This design comes from an exercise in tuning for small area, a short achievable clock period and few clock cycles per item on the open sky130 flow, not from production work. Function was checked by simulation only, so behaviour that the tests miss may differ from the original. Power is estimated from default activity; no workload was simulated.

==> design.v <==
`timescale 1ns / 1ps
`default_nettype none
package rgs_pkg;
    localparam int SYM_W       = 8;
    localparam int LEN_OUT_W   = 17;
    localparam int START_OUT_W = 16;
    localparam int LM1_W       = LEN_OUT_W - 1;
    localparam int ENT_W       = LM1_W + SYM_W + START_OUT_W + 1;
    typedef struct packed {
        logic [SYM_W-1:0] symbol_in;
        logic             end_of_string;
    } t_rgs_in;
    typedef struct packed {
        logic [LEN_OUT_W-1:0]   run_length;
        logic [SYM_W-1:0]       run_symbol;
        logic [START_OUT_W-1:0] run_start;
        logic                   overflow;
        logic                   last_run;
    } t_rgs_out;
endpackage
`default_nettype wire
`timescale 1ns / 1ps
`default_nettype none
module rgs_cell (
    input  wire                          i_clk,
    input  wire                          i_ins,
    input  wire                          i_shl,
    input  wire                          i_old,         
    input  wire                          i_occ,         
    input  wire                          i_keep_prev,
    input  wire                          i_keep_next,
    input  wire [rgs_pkg::ENT_W-1:0]     i_new,
    input  wire [rgs_pkg::ENT_W-1:0]     i_prev,
    input  wire [rgs_pkg::ENT_W-1:0]     i_next,
    input  wire                          i_set_last,
    input  wire                          i_gm_next,
    input  wire                          i_grow,        
    input  wire                          i_restart,     
    input  wire [rgs_pkg::LM1_W-1:0]     i_cmp_len,
    output logic                         o_keep,
    output logic                         o_gm,
    output logic [rgs_pkg::ENT_W-1:0]    o_ent
);
    logic [rgs_pkg::ENT_W-1:0] r_ent, n_ent;
    logic r_ge;
    logic take_next, take_new, take_prev, take_self;
    assign o_keep = i_old || (i_occ && r_ge);
    always_comb begin
        take_next = 1'b0;
        take_new  = 1'b0;
        take_prev = 1'b0;
        if (i_shl && i_ins) begin
            take_next = i_keep_next;
            take_new  = !i_keep_next && o_keep;
        end else if (i_shl) begin
            take_next = 1'b1;
        end else if (i_ins) begin
            take_new  = !o_keep && i_keep_prev;
            take_prev = !o_keep && !i_keep_prev;
        end
    end
    assign take_self = !take_next && !take_new && !take_prev;
    assign o_gm = r_ge && !(i_grow && (r_ent[rgs_pkg::ENT_W-1 -: rgs_pkg::LM1_W] == i_cmp_len));
    always_comb begin
        n_ent = ({rgs_pkg::ENT_W{take_next}} & i_next)
              | ({rgs_pkg::ENT_W{take_new}}  & i_new)
              | ({rgs_pkg::ENT_W{take_prev}} & i_prev)
              | ({rgs_pkg::ENT_W{take_self}} & r_ent);
        n_ent[0] = n_ent[0] | i_set_last;
    end
    always_ff @(posedge i_clk) begin
        r_ent <= n_ent;
        r_ge  <= i_restart || (i_shl ? i_gm_next : o_gm);
    end
    assign o_ent = r_ent;
endmodule
`default_nettype wire
`timescale 1ns / 1ps
`default_nettype none
module run_grouping_sort_by_length_unit #(
    parameter int MAX_RUNS  = 32,
    parameter int MAX_INPUT = 65536
) (
    input  wire        i_clk,
    input  wire        i_rst_n,
    input  wire        i_in_valid,
    output logic       o_in_stall,
    input  wire [8:0]  i_in_data,
    output logic       o_out_valid,
    input  wire        i_out_stall,
    output logic [42:0] o_out_data
);
    localparam int EW      = rgs_pkg::ENT_W;
    localparam int LW      = rgs_pkg::LM1_W;
    localparam int SW      = rgs_pkg::START_OUT_W;
    localparam int YW      = rgs_pkg::SYM_W;
    localparam int COUNT_W = $clog2(MAX_RUNS + 1);
    localparam int POS_W   = $clog2(MAX_INPUT + 1);
    localparam logic [POS_W-1:0]   POS_LIMIT  = POS_W'(MAX_INPUT);
    localparam logic [COUNT_W-1:0] COUNT_FULL = COUNT_W'(MAX_RUNS);
    logic          r_freeze;        
    logic          r_stall;         
    logic          r_iv;
    logic [YW-1:0] r_isym;
    logic          r_ieos;
    logic          r_same;          
    logic          accept;
    assign o_in_stall = r_stall;
    assign accept     = i_in_valid && !r_stall;
    always_ff @(posedge i_clk) begin
        if (!i_rst_n) begin
            r_iv <= 1'b0;
        end else if (!r_freeze) begin
            r_iv <= accept;
        end
        if (accept) begin
            r_isym <= i_in_data[8:1];
            r_ieos <= i_in_data[0];
            r_same <= (i_in_data[8:1] == r_isym);
        end
    end
    logic [LW-1:0]    r_cur_len, n_cur_len;    
    logic             r_has, n_has;            
    logic [YW-1:0]    r_cur_sym, n_cur_sym;
    logic [SW-1:0]    r_cur_start, n_cur_start;
    logic [POS_W-1:0] r_pos, n_pos;
    logic             r_fl, n_fl;         
    logic             r_tovf, n_tovf;     
    logic r_close, r_ins, r_grow, r_restart;
    always_comb begin
        n_cur_len   = r_cur_len;
        n_has       = r_has;
        n_cur_sym   = r_cur_sym;
        n_cur_start = r_cur_start;
        n_pos       = r_pos;
        n_fl        = r_fl;
        n_tovf      = r_tovf;
        if (!r_freeze) begin
            if (r_iv) begin
                n_fl = r_ieos;
                if (r_fl) begin
                    n_tovf = 1'b0;
                end else if (r_pos >= POS_LIMIT) begin
                    n_tovf = 1'b1;
                end
            end else if (r_fl) begin
                n_has  = 1'b0;
                n_fl   = 1'b0;
                n_tovf = 1'b0;
            end
            if (r_grow) begin
                n_cur_len = r_cur_len + LW'(1);
            end
            if (r_restart && r_iv) begin
                n_cur_sym   = r_isym;
                n_cur_len   = '0;
                n_has       = 1'b1;
                n_cur_start = r_fl ? '0 : r_pos[SW-1:0];
            end
            if (r_fl) begin
                n_pos = POS_W'(r_iv);
            end else if (r_grow || r_restart) begin
                n_pos = r_pos + POS_W'(1);
            end
        end
    end
    always_ff @(posedge i_clk) begin
        if (!i_rst_n) begin
            r_has  <= 1'b0;
            r_pos  <= '0;
            r_fl   <= 1'b0;
            r_tovf <= 1'b0;
        end else begin
            r_has  <= n_has;
            r_pos  <= n_pos;
            r_fl   <= n_fl;
            r_tovf <= n_tovf;
        end
        r_cur_len   <= n_cur_len;
        r_cur_sym   <= n_cur_sym;
        r_cur_start <= n_cur_start;
    end
    logic [MAX_RUNS-1:0] r_occ, n_occ;        
    logic [MAX_RUNS-1:0] r_oldv, n_oldv;      
    logic [COUNT_W-1:0]  r_ccnt, n_ccnt;      
    logic                r_cfull;             
    logic                r_sovf, n_sovf;      
    logic                r_shl;               
    logic                r_ov, r_sv;          
    logic [42:0]         r_obuf, r_sbuf;
    logic [42:0]         head;                
    logic                r_opend, n_opend;    
    logic [COUNT_W-1:0]  r_nstr, n_nstr;      
    logic [COUNT_W-1:0]  r_ahead, n_ahead;    
    logic ins, drop, fin, shl, str_ovf, out_last;
    logic obuf_ld;
    assign obuf_ld = !r_ov || !i_out_stall;
    assign ins     = r_ins;
    assign shl     = r_shl;
    assign drop    = r_close && r_cfull;
    assign fin     = r_close && r_fl;
    assign str_ovf = r_sovf || drop || r_tovf;
    logic [EW-1:0] c_ent  [MAX_RUNS];
    logic          c_gm   [MAX_RUNS];
    logic          c_keep [MAX_RUNS];
    always_comb begin
        n_occ = r_occ;
        if (ins && !shl) begin
            n_occ = {r_occ[MAX_RUNS-2:0], 1'b1};
        end else if (shl && !ins) begin
            n_occ = {1'b0, r_occ[MAX_RUNS-1:1]};
        end
        n_oldv = fin ? n_occ : (shl ? {1'b0, r_oldv[MAX_RUNS-1:1]} : r_oldv);
        n_ccnt = fin ? '0 : (r_ccnt + COUNT_W'(ins));
        n_sovf = fin ? 1'b0 : (r_sovf || drop);
        out_last = shl && c_ent[0][0];
        n_nstr   = r_nstr + COUNT_W'(fin) - COUNT_W'(out_last);
        n_opend  = r_opend;
        n_ahead  = r_ahead;
        if (fin && str_ovf) begin
            n_opend = 1'b1;
            n_ahead = r_nstr - COUNT_W'(out_last);
        end else if (out_last && r_opend) begin
            if (r_ahead == '0) n_opend = 1'b0;
            else               n_ahead = r_ahead - COUNT_W'(1);
        end
    end
    logic [EW-1:0] new_ent;
    assign new_ent = {r_cur_len, r_cur_sym, r_cur_start, 1'b0};
    assign head    = {{1'b0, c_ent[0][EW-1 -: LW]} + 17'd1, c_ent[0][EW-LW-1:1],
                      r_opend && (r_ahead == '0), c_ent[0][0]};
    for (genvar gi = 0; gi < MAX_RUNS; gi++) begin : g_cell
        logic          keep_prev, keep_next, gm_next, occ_nx;
        logic [EW-1:0] prev_ent, next_ent;
        if (gi == 0) begin : g_head
            assign keep_prev = 1'b1;
            assign prev_ent  = new_ent;
        end else begin : g_body
            assign keep_prev = c_keep[gi-1];
            assign prev_ent  = c_ent[gi-1];
        end
        if (gi == MAX_RUNS - 1) begin : g_tail
            assign keep_next = 1'b0;
            assign gm_next   = 1'b0;
            assign next_ent  = c_ent[gi];
            assign occ_nx    = 1'b0;
        end else begin : g_link
            assign keep_next = c_keep[gi+1];
            assign gm_next   = c_gm[gi+1];
            assign next_ent  = c_ent[gi+1];
            assign occ_nx    = n_occ[gi+1];
        end
        rgs_cell u_cell (
            .i_clk       (i_clk),
            .i_ins       (ins),
            .i_shl       (shl),
            .i_old       (r_oldv[gi]),
            .i_occ       (r_occ[gi]),
            .i_keep_prev (keep_prev),
            .i_keep_next (keep_next),
            .i_new       (new_ent),
            .i_prev      (prev_ent),
            .i_next      (next_ent),
            .i_set_last  (fin && n_occ[gi] && !occ_nx),
            .i_gm_next   (gm_next),
            .i_grow      (r_grow),
            .i_restart   (r_restart),
            .i_cmp_len   (r_cur_len),
            .o_keep      (c_keep[gi]),
            .o_gm        (c_gm[gi]),
            .o_ent       (c_ent[gi])
        );
    end
    logic n_sv, n_ov, nx_iv, nx_same, nx_fl, nx_has, nx_inr, nx_frz, nx_close;
    always_comb begin
        n_ov = r_ov;
        n_sv = r_sv;
        if (!r_ov) begin
            n_ov = shl;
        end else if (!r_sv) begin
            if (!i_out_stall) n_ov = shl;
            else              n_sv = shl;
        end else if (!i_out_stall) begin
            n_sv = 1'b0;
        end
        nx_iv    = r_freeze ? r_iv : accept;
        nx_same  = accept ? (i_in_data[8:1] == r_isym) : r_same;
        nx_fl    = n_fl;
        nx_has   = n_has;
        nx_inr   = (n_pos < POS_LIMIT);
        nx_frz   = n_occ[MAX_RUNS-1] && n_oldv[0] && n_sv && (nx_iv || nx_fl);
        nx_close = !nx_frz && (nx_fl || (nx_iv && nx_inr && nx_has && !nx_same));
    end
    always_ff @(posedge i_clk) begin
        if (!i_rst_n) begin
            r_occ     <= '0;
            r_oldv    <= '0;
            r_ccnt    <= '0;
            r_cfull   <= 1'b0;
            r_sovf    <= 1'b0;
            r_ov      <= 1'b0;
            r_sv      <= 1'b0;
            r_freeze  <= 1'b0;
            r_stall   <= 1'b0;
            r_opend   <= 1'b0;
            r_nstr    <= '0;
            r_ahead   <= '0;
            r_shl     <= 1'b0;
            r_close   <= 1'b0;
            r_ins     <= 1'b0;
            r_grow    <= 1'b0;
            r_restart <= 1'b0;
        end else begin
            r_occ     <= n_occ;
            r_oldv    <= n_oldv;
            r_ccnt    <= n_ccnt;
            r_cfull   <= (n_ccnt == COUNT_FULL);
            r_sovf    <= n_sovf;
            r_ov      <= n_ov;
            r_sv      <= n_sv;
            r_freeze  <= nx_frz;
            r_stall   <= nx_frz || n_opend;
            r_opend   <= n_opend;
            r_nstr    <= n_nstr;
            r_ahead   <= n_ahead;
            r_shl     <= n_oldv[0] && !n_sv;
            r_close   <= nx_close;
            r_ins     <= nx_close && (n_ccnt != COUNT_FULL);
            r_grow    <= !nx_frz && nx_iv && !nx_fl && nx_inr && nx_has && nx_same;
            r_restart <= !nx_frz && (nx_fl || (nx_iv && nx_inr && !(nx_has && nx_same)));
        end
        if (!r_sv) begin
            r_sbuf <= head;
        end
        r_obuf <= ({43{obuf_ld}} & (r_sv ? r_sbuf : head)) | ({43{!obuf_ld}} & r_obuf);
    end
    assign o_out_valid = r_ov;
    assign o_out_data  = r_obuf;
endmodule
`default_nettype wire
==> run.sh <==
#!/bin/bash
# synth_recipe.tcl (not shown) runs the flow's synth.tcl, then flattens the netlist and writes it again
# the make line also repeats each setting of config.mk as NAME=value (left out here)
make -C /OpenROAD-flow-scripts/flow DESIGN_CONFIG=/design/flow/config.mk WORK_HOME=/design/flow/orfs CLKGATE_MAP_FILE= SYNTH_SCRIPT=/design/flow/synth_recipe.tcl finish
==> config.mk <==
export PLATFORM = sky130hd
export DESIGN_NAME = run_grouping_sort_by_length_unit
export DESIGN_NICKNAME = run_grouping_sort_by_length_unit
export VERILOG_FILES = /design/flow/design.v
export SDC_FILE = /design/flow/constraint.sdc
export NUM_CORES = 4
export LEC_CHECK = 0
export CAP_MARGIN = 20
export CORE_MARGIN = 2
export CORE_UTILIZATION = 35
export CTS_CLUSTER_DIAMETER = 80
export CTS_CLUSTER_SIZE = 22
export SETUP_SLACK_MARGIN = 2.2
export SLEW_MARGIN = 20
==> constraint.sdc <==
create_clock -name core_clock -period 4.5 [get_ports {i_clk}]
set_input_delay 0.9000 -clock core_clock [delete_from_list [all_inputs] [get_ports {i_clk}]]
set_output_delay 0.9000 -clock core_clock [all_outputs]
set_load 0.01 [all_outputs]
==> results_dict.tcl, run 1 <==
set metrics [dict create \
    overflow 0 \
    total_power_w 0.03696 \
    cts_hold_buf 0 \
    critPathMaxFanout 42 \
    maxCapViolations 0 \
    track_usage 0.2056 \
    synth_edf_count 92 \
    final.setup_skew_ns 0.03025 \
    multi_input_area_sq_um 37500 \
    cts-buffers-inserted 84 \
    wire_per_inst_um 24.51 \
    crit_chain "buf_12, xor2_1, nor4_1, nand4_1, o211ai_1, nand3_1" \
    fin_cells 9490 \
    placed_cells 9284 \
    async_reset_ff_frac 0 \
    fmax_mhz 423.3 \
    grt_pass1_vias 55607 \
    grt_max_degree 69 \
    finalSetupTns_ns 0 \
    synth_nets 7067 \
    rows 167 \
    reg2reg_depth 6 \
    r2r-end "g_cell[15].u_cell.r_ge$_DFF_P_" \
    fin_ws_ns 2.138 \
    seq_area_sq_um 32870 \
    drtIter0Drc 6984 \
    wirelength_um 232600 \
    antenna_found_initial 2 \
    power.leakage_nw 31.19 \
    cts_tree "yes" \
    worstSetupPathType "flip-flop to flip-flop" \
    drive_gt1_frac 0.09552 \
    rsz0062_at_grt "yes" \
    crit_family "simple AND/OR/NAND/NOR gates" \
    die_w_um 460.7 \
    port_buffers 57 \
    ctsLongestPathBuffers 3 \
    crit_slowest_cell "edfxtp_1" \
    hold_viol_final 0 \
    worst-path-buf-inv 1 \
    synthFlopType "dfxtp_1" \
    antenna_left 0 \
    num_vias 59679 \
    syn_area_sq_um 73000 \
    vias_per_cell 6.289 \
    synth_seq_cells 1595 \
    power.density_nw_per_um2 460.9 \
    drt_pass1_iterations 10 \
    cts_num_sinks 1595 \
    insertion_delay_ns 0.74 \
    synth_area_per_cell_sq_um 10.38 \
    drcViolationCount 0 \
    r2r_start "r_cur_len[13]$_SDFFCE_PP0P_" \
    critical_path_required_ns 5.11 \
    place_congestion 0.8521 \
    post-route-period-util 0.5249 \
    cp-endpoint "g_cell[15].u_cell.r_ge$_DFF_P_" \
    grt_pass1_wl_um 349900 \
    die_area_sq_um 212200 \
    dp_hpwl_um 152000 \
    post-route-min-period_ns 2.362 \
    ys_warn_count 5 \
    critPathMaxStageDelay_ns 0.54 \
    synth_seq_area_share 0.4500 \
    max_slew_margin 0.2288 \
    startpoint_type "flip-flop" \
    die_h_um 460.7 \
    synthCells 7035 \
    layout-area-overhead-vs-synth_pct 9.849 \
    ys_types 74 \
    fillCellCount 20231 \
    slew_viol_final 0 \
    ios 58 \
    r2r_setup_slack_ns 2.14 \
    initial_utilization 0.3522 \
    max-vdd-ir-drop_mv 0.3029 \
    htree_levels 3 \
    hold_class "flip-flop to flip-flop" \
    setup_viol 0 \
    path_depth 6 \
    cts-root-buf "clkbuf_16" \
    cts.clk_slew.worst_paths_ns 0.10 \
    endpoint_kind "flip-flop" \
    status "timing/DRC/antenna clean" \
    worst_slew_pin_slew_ns 1.157 \
    crit_start "r_cur_len[13]$_SDFFCE_PP0P_" \
    crit_arrival_ns 2.97 \
    dp_slack_ns 1.369 \
    core-area_sq_um 207300 \
    nets 6704 \
]
## placed cells by master (no fill, tap or decap), types with 13 or more instances in the layout
cell type,n
nor2_1,94
a21oi_1,44
clkdlybuf4s15_1,19
nor2b_1,32
a211oi_1,32
a21oi_4,53
o31a_1,13
and2_1,48
edfxtp_1,92
a21o_1,97
buf_6,56
and3_1,29
a21oi_2,28
clkbuf_1,14
nand4_1,45
ha_1,16
or3_1,23
dfxtp_1,1497
a222oi_1,202
xnor2_1,73
nor3_4,22
mux2_2,30
inv_1,18
o21ai_0,32
nand3_1,164
a22oi_1,41
nor3_1,65
buf_4,166
nand2_1,548
nor4_1,86
xor2_1,501
nor2_2,20
a221o_1,989
clkbuf_16,99
mux2i_1,52
a22o_1,1068
o211ai_1,62
buf_12,36
## through the flow
| step | util | instance area, sq um | hold WS (ns) |
|---|---|---|---|
| CTS | 0.3827 | 79330 | 0.4630 |
| global placement | 0.3660 | 75870 | 0.4327 |
| finish | 0.3869 | 80190 | 0.4611 |
| floorplan | - | 73070 | 0.4266 |
| detailed placement | 0.3660 | 75870 | 0.4407 |
| global route | 0.3868 | 80180 | 0.4713 |
## cell type report
type / instances / share of cell area
diodes: 2 / 0.00006241
multi-input cells: 4619 / 0.4677
well taps: 2788 / 0.04350
clock buffers: 103 / 0.02801
inverters: 26 / 0.001701
flip-flops and latches: 1595 / 0.4099
repair buffers: 344 / 0.04704
clock inverters: 11 / 0.001841
repair inverters: 2 / 0.0002184
## flip-flops by register name, indices dropped and copies added (netlist names), 6 cells and up, named ones only
signal and cells:
r_nstr 6, r_isym 8, r_cur_sym 8, r_ccnt 6, r_cur_len 16, r_sbuf 43, r_ahead 6, r_cur_start 16
g_cell.u_cell.r_ent 1312, r_oldv 32, g_cell.u_cell.r_ge 32, r_occ 32, r_pos 17
## routing by layer
metal,global-route usage,vias up,share of wire
met1,0.2793,29695,0.44
li1,-,27293,-
met3,0.02444,412,0.062
met2,0.3303,2279,0.46
met4,0.08378,0,0.042
met5,0,-,0
## worst min path at each step
stage,cells after the start,slack [ns],startpoint,endpoint
after CTS,1,0.46,g_cell[31].u_cell.r_ent[13]$_DFF_P_,g_cell[31].u_cell.r_ent[13]$_DFF_P_
after global placement,1,0.43,g_cell[31].u_cell.r_ent[5]$_DFF_P_,g_cell[31].u_cell.r_ent[5]$_DFF_P_
after floorplan,2,0.43,r_sbuf[41]$_DFF_P_,r_sbuf[41]$_DFF_P_
after global routing,1,0.47,g_cell[31].u_cell.r_ent[13]$_DFF_P_,g_cell[31].u_cell.r_ent[13]$_DFF_P_
final,1,0.46,g_cell[31].u_cell.r_ent[20]$_DFF_P_,g_cell[31].u_cell.r_ent[20]$_DFF_P_
after detailed placement,1,0.44,g_cell[31].u_cell.r_ent[2]$_DFF_P_,g_cell[31].u_cell.r_ent[2]$_DFF_P_
## kinds of logic (layout without fill, tap and decap cells)
kind of cell               after synthesis  after routing  synth area share
buffers and inverters                  834            486           0.05099
AOI/OAI and AO/OA                     2697           2709            0.3343
DFF                                   1595           1595            0.4500
and+or+nand+nor                       1234           1235           0.08073
muxes                                   82             82           0.01176
adders and majority gates               19             19          0.003360
xor gates and xnor gates               574            574           0.06887
other                                    0              2                 0
## synthesized netlist by cell type (4+ instances only)
library cell / n / share of area
clkbuf_1: 511 / 0.026
and3_1: 29 / 0.0025
edfxtp_1: 92 / 0.038
a211oi_1: 32 / 0.0033
mux2i_1: 52 / 0.0071
a22oi_1: 42 / 0.0043
ha_1: 18 / 0.0031
a222oi_1: 202 / 0.028
a21o_1: 97 / 0.010
o31a_1: 13 / 0.0016
o211ai_1: 62 / 0.0064
buf_6: 31 / 0.0048
nor2_2: 15 / 0.0013
and4_1: 4 / 0.00048
nand2_1: 551 / 0.028
a22o_1: 1068 / 0.13
nor3_2: 20 / 0.0027
nor4_1: 98 / 0.0084
nand3_1: 168 / 0.012
and2_1: 49 / 0.0042
or3_1: 26 / 0.0022
nor3_1: 68 / 0.0047
a21oi_1: 73 / 0.0050
a21oi_2: 38 / 0.0046
nand4_1: 45 / 0.0039
buf_4: 16 / 0.0016
nor2b_1: 32 / 0.0027
buf_2: 220 / 0.015
xor2_1: 501 / 0.060
o21ai_1: 7 / 0.00048
o21a_1: 10 / 0.0010
mux2_2: 30 / 0.0046
o21ai_0: 33 / 0.0023
nor2_1: 107 / 0.0055
nand2b_1: 5 / 0.00043
xnor2_1: 73 / 0.0088
dfxtp_1: 1503 / 0.41
inv_1: 23 / 0.0012
buf_1: 27 / 0.0014
a221o_1: 989 / 0.14
## report_power, final
part	switching, W	total [W]	internal [W]
Sequential	0.00423	0.0222	0.0180
Clock	0.00491	0.00853	0.00363
Combinational	0.00242	0.00619	0.00376
## timing repair
item / in CTS / in global routing
gates cloned: 17 / 13
buffers inserted: 45 / 15
pin swaps: 13 / 15
gates resized for setup: 217 / 125
setup endpoints to repair: 1411 / 1157
Testbench counts, summed over its fixed seeds: cycles 11,205, bytes 10,992.
==> inputs of run 2 (changes only) <==
--- a/design.v
+++ b/design.v
@@ -187,13 +187,14 @@
     logic                r_sovf, n_sovf;      
     logic                r_shl;               
-    logic                r_ov, r_sv;          
-    logic [42:0]         r_obuf, r_sbuf;
-    logic [42:0]         head;                
+    logic                r_ov;                
+    logic [42:0]         r_obuf;
+    logic [42:0]         cand;                
+    logic                cand_ok;             
+    logic                cand_ovf;
+    logic                obuf_ld, took;
     logic                r_opend, n_opend;    
     logic [COUNT_W-1:0]  r_nstr, n_nstr;      
     logic [COUNT_W-1:0]  r_ahead, n_ahead;    
     logic ins, drop, fin, shl, str_ovf, out_last;
-    logic obuf_ld;
-    assign obuf_ld = !r_ov || !i_out_stall;
     assign ins     = r_ins;
     assign shl     = r_shl;
@@ -228,6 +229,11 @@
     logic [EW-1:0] new_ent;
     assign new_ent = {r_cur_len, r_cur_sym, r_cur_start, 1'b0};
-    assign head    = {{1'b0, c_ent[0][EW-1 -: LW]} + 17'd1, c_ent[0][EW-LW-1:1],
-                      r_opend && (r_ahead == '0), c_ent[0][0]};
+    logic [EW-1:0] cand_ent;
+    assign cand_ent = r_shl ? c_ent[1] : c_ent[0];
+    assign cand_ok  = r_shl ? r_oldv[1] : r_oldv[0];
+    assign cand_ovf = r_opend && ((r_shl && c_ent[0][0]) ? (r_ahead == COUNT_W'(1)) : (r_ahead == '0));
+    assign cand     = {{1'b0, cand_ent[EW-1 -: LW]} + 17'd1, cand_ent[EW-LW-1:1], cand_ovf, cand_ent[0]};
+    assign obuf_ld  = !r_ov || !i_out_stall;
+    assign took     = obuf_ld && cand_ok;
     for (genvar gi = 0; gi < MAX_RUNS; gi++) begin : g_cell
         logic          keep_prev, keep_next, gm_next, occ_nx;
@@ -272,16 +278,6 @@
         );
     end
-    logic n_sv, n_ov, nx_iv, nx_same, nx_fl, nx_has, nx_inr, nx_frz, nx_close;
+    logic nx_iv, nx_same, nx_fl, nx_has, nx_inr, nx_frz, nx_close;
     always_comb begin
-        n_ov = r_ov;
-        n_sv = r_sv;
-        if (!r_ov) begin
-            n_ov = shl;
-        end else if (!r_sv) begin
-            if (!i_out_stall) n_ov = shl;
-            else              n_sv = shl;
-        end else if (!i_out_stall) begin
-            n_sv = 1'b0;
-        end
         nx_iv    = r_freeze ? r_iv : accept;
         nx_same  = accept ? (i_in_data[8:1] == r_isym) : r_same;
@@ -289,5 +285,5 @@
         nx_has   = n_has;
         nx_inr   = (n_pos < POS_LIMIT);
-        nx_frz   = n_occ[MAX_RUNS-1] && n_oldv[0] && n_sv && (nx_iv || nx_fl);
+        nx_frz   = n_occ[MAX_RUNS-1] && n_oldv[0] && !took && (nx_iv || nx_fl);
         nx_close = !nx_frz && (nx_fl || (nx_iv && nx_inr && nx_has && !nx_same));
     end
@@ -300,5 +296,4 @@
             r_sovf    <= 1'b0;
             r_ov      <= 1'b0;
-            r_sv      <= 1'b0;
             r_freeze  <= 1'b0;
             r_stall   <= 1'b0;
@@ -317,6 +312,5 @@
             r_cfull   <= (n_ccnt == COUNT_FULL);
             r_sovf    <= n_sovf;
-            r_ov      <= n_ov;
-            r_sv      <= n_sv;
+            r_ov      <= obuf_ld ? cand_ok : r_ov;
             r_freeze  <= nx_frz;
             r_stall   <= nx_frz || n_opend;
@@ -324,5 +318,5 @@
             r_nstr    <= n_nstr;
             r_ahead   <= n_ahead;
-            r_shl     <= n_oldv[0] && !n_sv;
+            r_shl     <= took;
             r_close   <= nx_close;
             r_ins     <= nx_close && (n_ccnt != COUNT_FULL);
@@ -330,8 +324,7 @@
             r_restart <= !nx_frz && (nx_fl || (nx_iv && nx_inr && !(nx_has && nx_same)));
         end
-        if (!r_sv) begin
-            r_sbuf <= head;
+        if (obuf_ld) begin
+            r_obuf <= cand;
         end
-        r_obuf <= ({43{obuf_ld}} & (r_sv ? r_sbuf : head)) | ({43{!obuf_ld}} & r_obuf);
     end
     assign o_out_valid = r_ov;
==> results_dict.tcl, run 2 <==
set metrics [dict create \
    initial_utilization 0.3528 \
    antenna_found_initial 4 \
    place_congestion 0.9116 \
    cts_tree "yes" \
    wirelength_um 256100 \
    hold_class "flip-flop to flip-flop" \
    die_area_sq_um 205300 \
    status "timing/DRC/antenna clean" \
    slew_viol_final 0 \
    worstSetupPathType "flip-flop to output pin" \
    die_h_um 453.1 \
    cts.clk_slew.worst_paths_ns 0.10 \
    cts-root-buf "clkbuf_16" \
    critPathMaxStageDelay_ns 0.51 \
    grt_max_degree 82 \
    seq_area_sq_um 31990 \
    power.leakage_nw 33.32 \
    async_reset_ff_frac 0 \
    crit_slowest_cell "edfxtp_1" \
    post-route-min-period_ns 2.360 \
    crit_arrival_ns 1.46 \
    reg.largest.list "g_cell.u_cell.r_ent (1312), r_obuf (43)" \
    synth_nets 8040 \
    maxCapViolations 0 \
    drt_pass1_iterations 17 \
    ios 58 \
    synthCells 8007 \
    grt_pass1_wl_um 388300 \
    netlist_top_cells_count "nand2_1, dfxtp_1, a222oi_1" \
    port_buffers 57 \
    total_power_w 0.03529 \
    regMostFlops "g_cell.u_cell.r_ent" \
    syn_area_sq_um 70580 \
    synth_edf_count 92 \
    dp_slack_ns 1.326 \
    cts-buffers-inserted 94 \
    nets 7771 \
    reg2reg_depth 12 \
    dp_hpwl_um 167400 \
    grt_pass1_vias 61178 \
    fin_ws_ns 2.140 \
    num_vias 65251 \
    synth_area_leaders "dfxtp_1, a222oi_1, nand2_1, xor2_1, edfxtp_1" \
    path_depth 1 \
    setup_viol 0 \
    rsz0062_at_grt "yes" \
    multi_input_area_sq_um 36710 \
    htree_levels 3 \
    hold_depth 2 \
    critical_path_required_ns 3.60 \
    mostFrequentLayoutCells "nand2_1, dfxtp_1, a222oi_1" \
    final_common_cell "nand2_1" \
    startpoint_type "flip-flop" \
    hold_viol_final 0 \
    synth_seq_area_share 0.4530 \
    core-area_sq_um 200100 \
    power.density_nw_per_um2 442.0 \
    wire_per_inst_um 24.48 \
    fin_cells 10459 \
    final.setup_skew_ns 0.05720 \
    drtIter0Drc 12631 \
    post-route-period-util 0.5245 \
    fmax_mhz 423.7 \
    synth_area_leader_cell "dfxtp_1" \
    drive_gt1_frac 0.1044 \
    layout-area-overhead-vs-synth_pct 13.12 \
    crit_chain "buf_6" \
    fillCellCount 19431 \
    cts_num_sinks 1551 \
    endpoint_kind "output pin" \
    placed_cells 10147 \
    ys_warn_count 5 \
    overflow 0 \
    drcViolationCount 0 \
    synth_seq_cells 1551 \
    ctsLongestPathBuffers 3 \
    synthDominantCellAreaShare 0.4138 \
    synthFlopType "dfxtp_1" \
    synth_area_per_cell_sq_um 8.815 \
    insertion_delay_ns 0.78 \
    antenna_left 0 \
    cts_hold_buf 0 \
    critPathMaxFanout 1 \
    fin_util 0.3991 \
    track_usage 0.2362 \
    max-vdd-ir-drop_mv 0.3283 \
    max_slew_margin 0.3033 \
    crit_family "flip-flops" \
    worst-path-buf-inv 1 \
    largest_reg_flops 1312 \
    rows 164 \
    vias_per_cell 6.239 \
    ys_types 74 \
    finalSetupTns_ns 0 \
    worst_slew_pin_slew_ns 1.045 \
    yosysMostFrequentCell "nand2_1" \
    die_w_um 453.1 \
]
run 2: cell count changes in the layout (fill, tap and decap cells not counted), moves of 103 or more:
cell      previous run  this run
nand2_1            548      2507
a22o_1            1068        56
a222oi_1           202      1094
a221o_1            989       135
nand3_1            164        61
run 2: cell type report:
class	instances	share of cell area
inverters	30	0.001834
flip-flops and latches	1551	0.4006
repair buffers	424	0.05687
multi-input cells	5636	0.4598
diodes	4	0.0001254
clock buffers	113	0.03175
repair inverters	1	0.0001410
well taps	2656	0.04162
clock inverters	44	0.007271
run 2: path summary, 6_finish.rpt:
check                                                        start                                 end  slack (ns)
worst min register to register  g_cell[31].u_cell.r_ent[7]$_DFF_P_  g_cell[31].u_cell.r_ent[7]$_DFF_P_        0.45
worst max register to register                    r_shl$_SDFF_PN0_                r_nstr[5]$_SDFF_PN0_        2.15
worst max-delay path                           r_obuf[1]$_DFFE_PP_                       o_out_data[1]        2.14
worst min-delay path            g_cell[31].u_cell.r_ent[7]$_DFF_P_  g_cell[31].u_cell.r_ent[7]$_DFF_P_        0.45
run 2: per-stage QoR:
stage	instance area, sq um	hold WS [ns]
final	79840	0.4489
after global routing	79830	0.4649
after CTS	78900	0.4500
after detailed placement	74200	0.4349
after global placement	74030	0.4299
after floorplan	70670	0.4218
run 2: cell families after synthesis:
family | count (synthesis) | share of synthesized area
simple gates | 3155 | 0.1827
xor+xnor | 573 | 0.07110
mux | 131 | 0.01932
buf+inv | 831 | 0.04829
flops | 1551 | 0.4530
compound gates | 1746 | 0.2219
fa+ha+maj | 20 | 0.003652
run 2: power breakdown:
group	total [W]	internal, W	switching (W)
sequential	0.0206	0.0169	0.00373
combinational	0.00496	0.00225	0.00271
clock	0.00972	0.00441	0.00531
total	0.0353	0.0235	0.0117
run 2: what timing repair did:
item                                    in CTS  in global routing
setup buffers                               97                 28
endpoints found under the setup margin    1449                876
hold endpoints to repair                     0                  0
pin swaps                                   26                 31
cloned                                      20                  6
gates resized for setup                    304                150
run 2: routing by layer:
metal / global-route usage / wire (um)
met1: 0.3198 / 105000
met2: 0.3705 / 115000
met3: 0.03751 / 25740
met4: 0.1024 / 10290
met5: 0 / 20
Testbench counts of run 2, summed over its fixed seeds: cycles 11,205, bytes 10,992.
==> inputs of run 3 (changes only) <==
--- a/design.v
+++ b/design.v
@@ -37,5 +37,5 @@
     input  wire                          i_grow,        
     input  wire                          i_restart,     
-    input  wire [rgs_pkg::LM1_W-1:0]     i_cmp_len,
+    input  wire [rgs_pkg::LM1_W-1:0]     i_cmp_len_n,   
     output logic                         o_keep,
     output logic                         o_gm,
@@ -61,5 +61,5 @@
     end
     assign take_self = !take_next && !take_new && !take_prev;
-    assign o_gm = r_ge && !(i_grow && (r_ent[rgs_pkg::ENT_W-1 -: rgs_pkg::LM1_W] == i_cmp_len));
+    assign o_gm = r_ge && !(i_grow && (r_ent[rgs_pkg::ENT_W-1 -: rgs_pkg::LM1_W] == ~i_cmp_len_n));
     always_comb begin
         n_ent = ({rgs_pkg::ENT_W{take_next}} & i_next)
@@ -121,4 +121,5 @@
     end
     logic [LW-1:0]    r_cur_len, n_cur_len;    
+    logic [LW-1:0]    r_cmp_n;                 
     logic             r_has, n_has;            
     logic [YW-1:0]    r_cur_sym, n_cur_sym;
@@ -178,4 +179,5 @@
         end
         r_cur_len   <= n_cur_len;
+        r_cmp_n     <= ~n_cur_len;
         r_cur_sym   <= n_cur_sym;
         r_cur_start <= n_cur_start;
@@ -272,5 +274,5 @@
             .i_grow      (r_grow),
             .i_restart   (r_restart),
-            .i_cmp_len   (r_cur_len),
+            .i_cmp_len_n (r_cmp_n),
             .o_keep      (c_keep[gi]),
             .o_gm        (c_gm[gi]),
==> results_dict.tcl, run 3 <==
set metrics [dict create \
    antenna_found_initial 3 \
    top_usage_layer "met2" \
    mostFrequentLayoutCells "nand2_1, dfxtp_1, a222oi_1" \
    synth_edf_count 76 \
    cts_num_sinks 1567 \
    synth_seq_cells 1567 \
    post-route-min-period_ns 2.562 \
    power.density_nw_per_um2 368.1 \
    synth_area_leader_cell "dfxtp_1" \
    netlist_top_cells_count "nand2_1, dfxtp_1, a222oi_1" \
    hold_class "flip-flop to flip-flop" \
    die_h_um 454.5 \
    drcViolationCount 0 \
    vias_per_cell 6.204 \
    muxShareOfSynthArea 0.01883 \
    slew_viol_final 0 \
    largest_reg_flops 1312 \
    reg2reg_depth 8 \
    dp_hpwl_um 165400 \
    grt_pass1_vias 59695 \
    port_buffers 57 \
    critPathMaxFanout 1 \
    cts-buffers-inserted 86 \
    grt_max_degree 82 \
    synth_area_per_cell_sq_um 8.718 \
    critPathMaxStageDelay_ns 0.70 \
    synthDominantCellAreaShare 0.4201 \
    grt_pass1_wl_um 390300 \
    power.leakage_nw 32.60 \
    synthFlopType "dfxtp_1" \
    die_area_sq_um 206600 \
    endpoint_kind "output pin" \
    maxCapViolations 0 \
    synth_compound_area_frac 0.2159 \
    fin_util 0.3943 \
    nets 7855 \
    hold_depth 2 \
    met3_usage 0.03416 \
    drtIter0Drc 11913 \
    setup_viol 0 \
    worstSetupPathType "flip-flop to output pin" \
    layout-area-overhead-vs-synth_pct 12.05 \
    num_vias 65377 \
    core-area_sq_um 201900 \
    drt_pass1_iterations 14 \
    finalSetupTns_ns 0 \
    use_met1 0.3188 \
    ctsLongestPathBuffers 3 \
    cts_tree "yes" \
    overflow 0 \
    synth_seq_area_share 0.4523 \
    ys_warn_count 5 \
    met2_usage 0.3774 \
    fmax_mhz 390.3 \
    synthCells 8149 \
    async_reset_ff_frac 0 \
    post-route-period-util 0.5694 \
    worst_slew_pin_slew_ns 1.307 \
    synth_top_family_by_area "compound AO/OA/AOI/OAI gates" \
    status "timing/DRC/antenna clean" \
    rsz0062_at_grt "yes" \
    cts.clk_slew.worst_paths_ns 0.09 \
    ys_types 73 \
    yosysMostFrequentCell "nand2_1" \
    initial_utilization 0.3519 \
    ios 58 \
    drive_gt1_frac 0.09931 \
    final_common_cell "nand2_1" \
    wirelength_um 261800 \
    antenna_left 0 \
    die_w_um 454.5 \
    final.setup_skew_ns 0.04107 \
    crit_arrival_ns 1.66 \
    crit_chain "buf_6" \
    wire_per_inst_um 24.84 \
    startpoint_type "flip-flop" \
    reg.largest.list "g_cell.u_cell.r_ent (1312), r_obuf (43)" \
    crit_family "flip-flops" \
    path_depth 1 \
    cts-root-buf "clkbuf_16" \
    crit_slowest_cell "edfxtp_1" \
    max-vdd-ir-drop_mv 0.3143 \
    synth-xor-area-share 0.07101 \
    hold_viol_final 0 \
    synth-simple-area-share 0.1882 \
    insertion_delay_ns 0.77 \
    rows 165 \
    regMostFlops "g_cell.u_cell.r_ent" \
    max_slew_margin 0.1286 \
    syn_area_sq_um 71050 \
    synth_area_leaders "dfxtp_1, a222oi_1, nand2_1, xnor2_1, clkbuf_1" \
    track_usage 0.2376 \
    synth_nets 8182 \
    fin_cells 10538 \
    worst-path-buf-inv 1 \
    critical_path_required_ns 3.60 \
    synth_fa_ha_area_frac 0.003628 \
    htree_levels 3 \
    place_congestion 0.8723 \
    placed_cells 10266 \
]
==> run 3: changes by cell type in the layout (fill, tap and decap cells not counted), moves of 18 or more <==
cell / before / now
xnor2_1: 94 / 441
xor2_1: 478 / 131
nand2_1: 2507 / 2570
a22o_1: 56 / 1
buf_4: 236 / 189
nor2_1: 182 / 209
a21oi_2: 18 / 40
o21ai_0: 26 / 45
a221o_1: 135 / 117
==> run 3: logic make-up (layout without fill, tap and decap cells) <==
| kind of cell | count (synthesis) | in the layout |
|---|---|---|
| AOI/OAI and AO/OA | 1726 | 1738 |
| other | 0 | 2 |
| DFF | 1567 | 1567 |
| buffers and inverters | 866 | 566 |
| muxes | 128 | 128 |
| adders and majority gates | 20 | 20 |
| and+or+nand+nor | 3266 | 3269 |
| xor gates and xnor gates | 576 | 576 |
==> run 3: area by class of cell <==
class / count / area [sq um]
flip-flops and latches: 1567 / 32200
well taps: 2672 / 3343
clock buffers: 108 / 2349
diodes: 2 / 5.005
multi-input cells: 5731 / 36770
repair inverters: 3 / 31.28
repair buffers: 389 / 4397
fillers: 19834 / 122300
inverters: 44 / 206.4
clock inverters: 22 / 307.8
==> run 3: worst paths after layout <==
path / end / startpoint / slack, ns
setup / recovery: o_out_data[1] / r_obuf[1]$_DFFE_PP_ / 1.94
hold / removal: g_cell[31].u_cell.r_ent[8]$_DFF_P_ / g_cell[31].u_cell.r_ent[8]$_DFF_P_ / 0.45
setup reg to reg: r_ins$_SDFF_PN0_ / r_ins$_SDFF_PN0_ / 2.11
hold reg to reg: g_cell[31].u_cell.r_ent[8]$_DFF_P_ / g_cell[31].u_cell.r_ent[8]$_DFF_P_ / 0.45
==> run 3: what timing repair did <==
action,4_1_cts,5_1_grt
buffers inserted,59,45
gates cloned,17,16
setup endpoints to repair,1447,1078
pin swaps,17,14
hold buffers,0,0
resized for setup,350,145
==> run 3: metal layers <==
layer / wire length [um] / up-vias
met5: 0 / -
met4: 13080 / 0
met3: 24110 / 535
met2: 117000 / 3551
met1: 107600 / 31714
li1: - / 29577
==> run 3: where the power goes <==
group          switching [W]  internal [W]
combinational        0.00171       0.00124
sequential           0.00170        0.0156
clock                0.00499       0.00403
total                0.00839        0.0209
==> run 3: through the flow <==
stage	worst slack [ns]	total power [W]	instance area, sq um	hold WS [ns]
final	1.938	0.02930	79610	0.4494
after global placement	1.026	0.02025	73990	0.4286
after global routing	1.900	0.03041	79600	0.4666
after detailed placement	0.9931	0.02042	74040	0.4370
after floorplan	2.039	0.01900	71210	0.4218
after CTS	1.891	0.02926	78230	0.4500
Testbench counts of run 3, summed over its fixed seeds: cycles 11,205, bytes 10,992.

## separate check: timing with driven ports
The results above use ideal ports. As a check the final layouts listed here were re-extracted and re-timed, cells and wires unchanged.
Step 1 sets driving cells, clkbuf_16 on the clock port and buf_2 on the other inputs (assumed; they add their load-dependent delay and slew).
Step 2 adds t to the input delays and takes it off the output delays; t is the mean of the earliest and latest rising clock arrival at the registers after step 1. Input paths then give back, and output paths get back, about the clock's delay inside the block.
Three values: ideal, step 1, step 2; two values: the first two.
run | shift t [ns] | setup WS [ns] | hold slack, ns | slew at the worst register clock pin (ns)
run 1 | 0.825 | 2.138 / 2.138 / 1.399 | 0.461 / 0.461 / 0.461 | 0.10 / 0.10
run 2 | 0.843 | 2.140 / 2.049 / 1.578 | 0.449 / 0.449 / 0.449 | 0.10 / 0.10
run 3 | 0.833 | 1.938 / 1.851 / 1.472 | 0.449 / 0.449 / 0.449 | 0.10 / 0.10
After both steps every run listed still meets setup and hold. The setup slack of run 1, which loses most, moves by 0.000 ns with the drivers and by -0.739 ns with both steps.
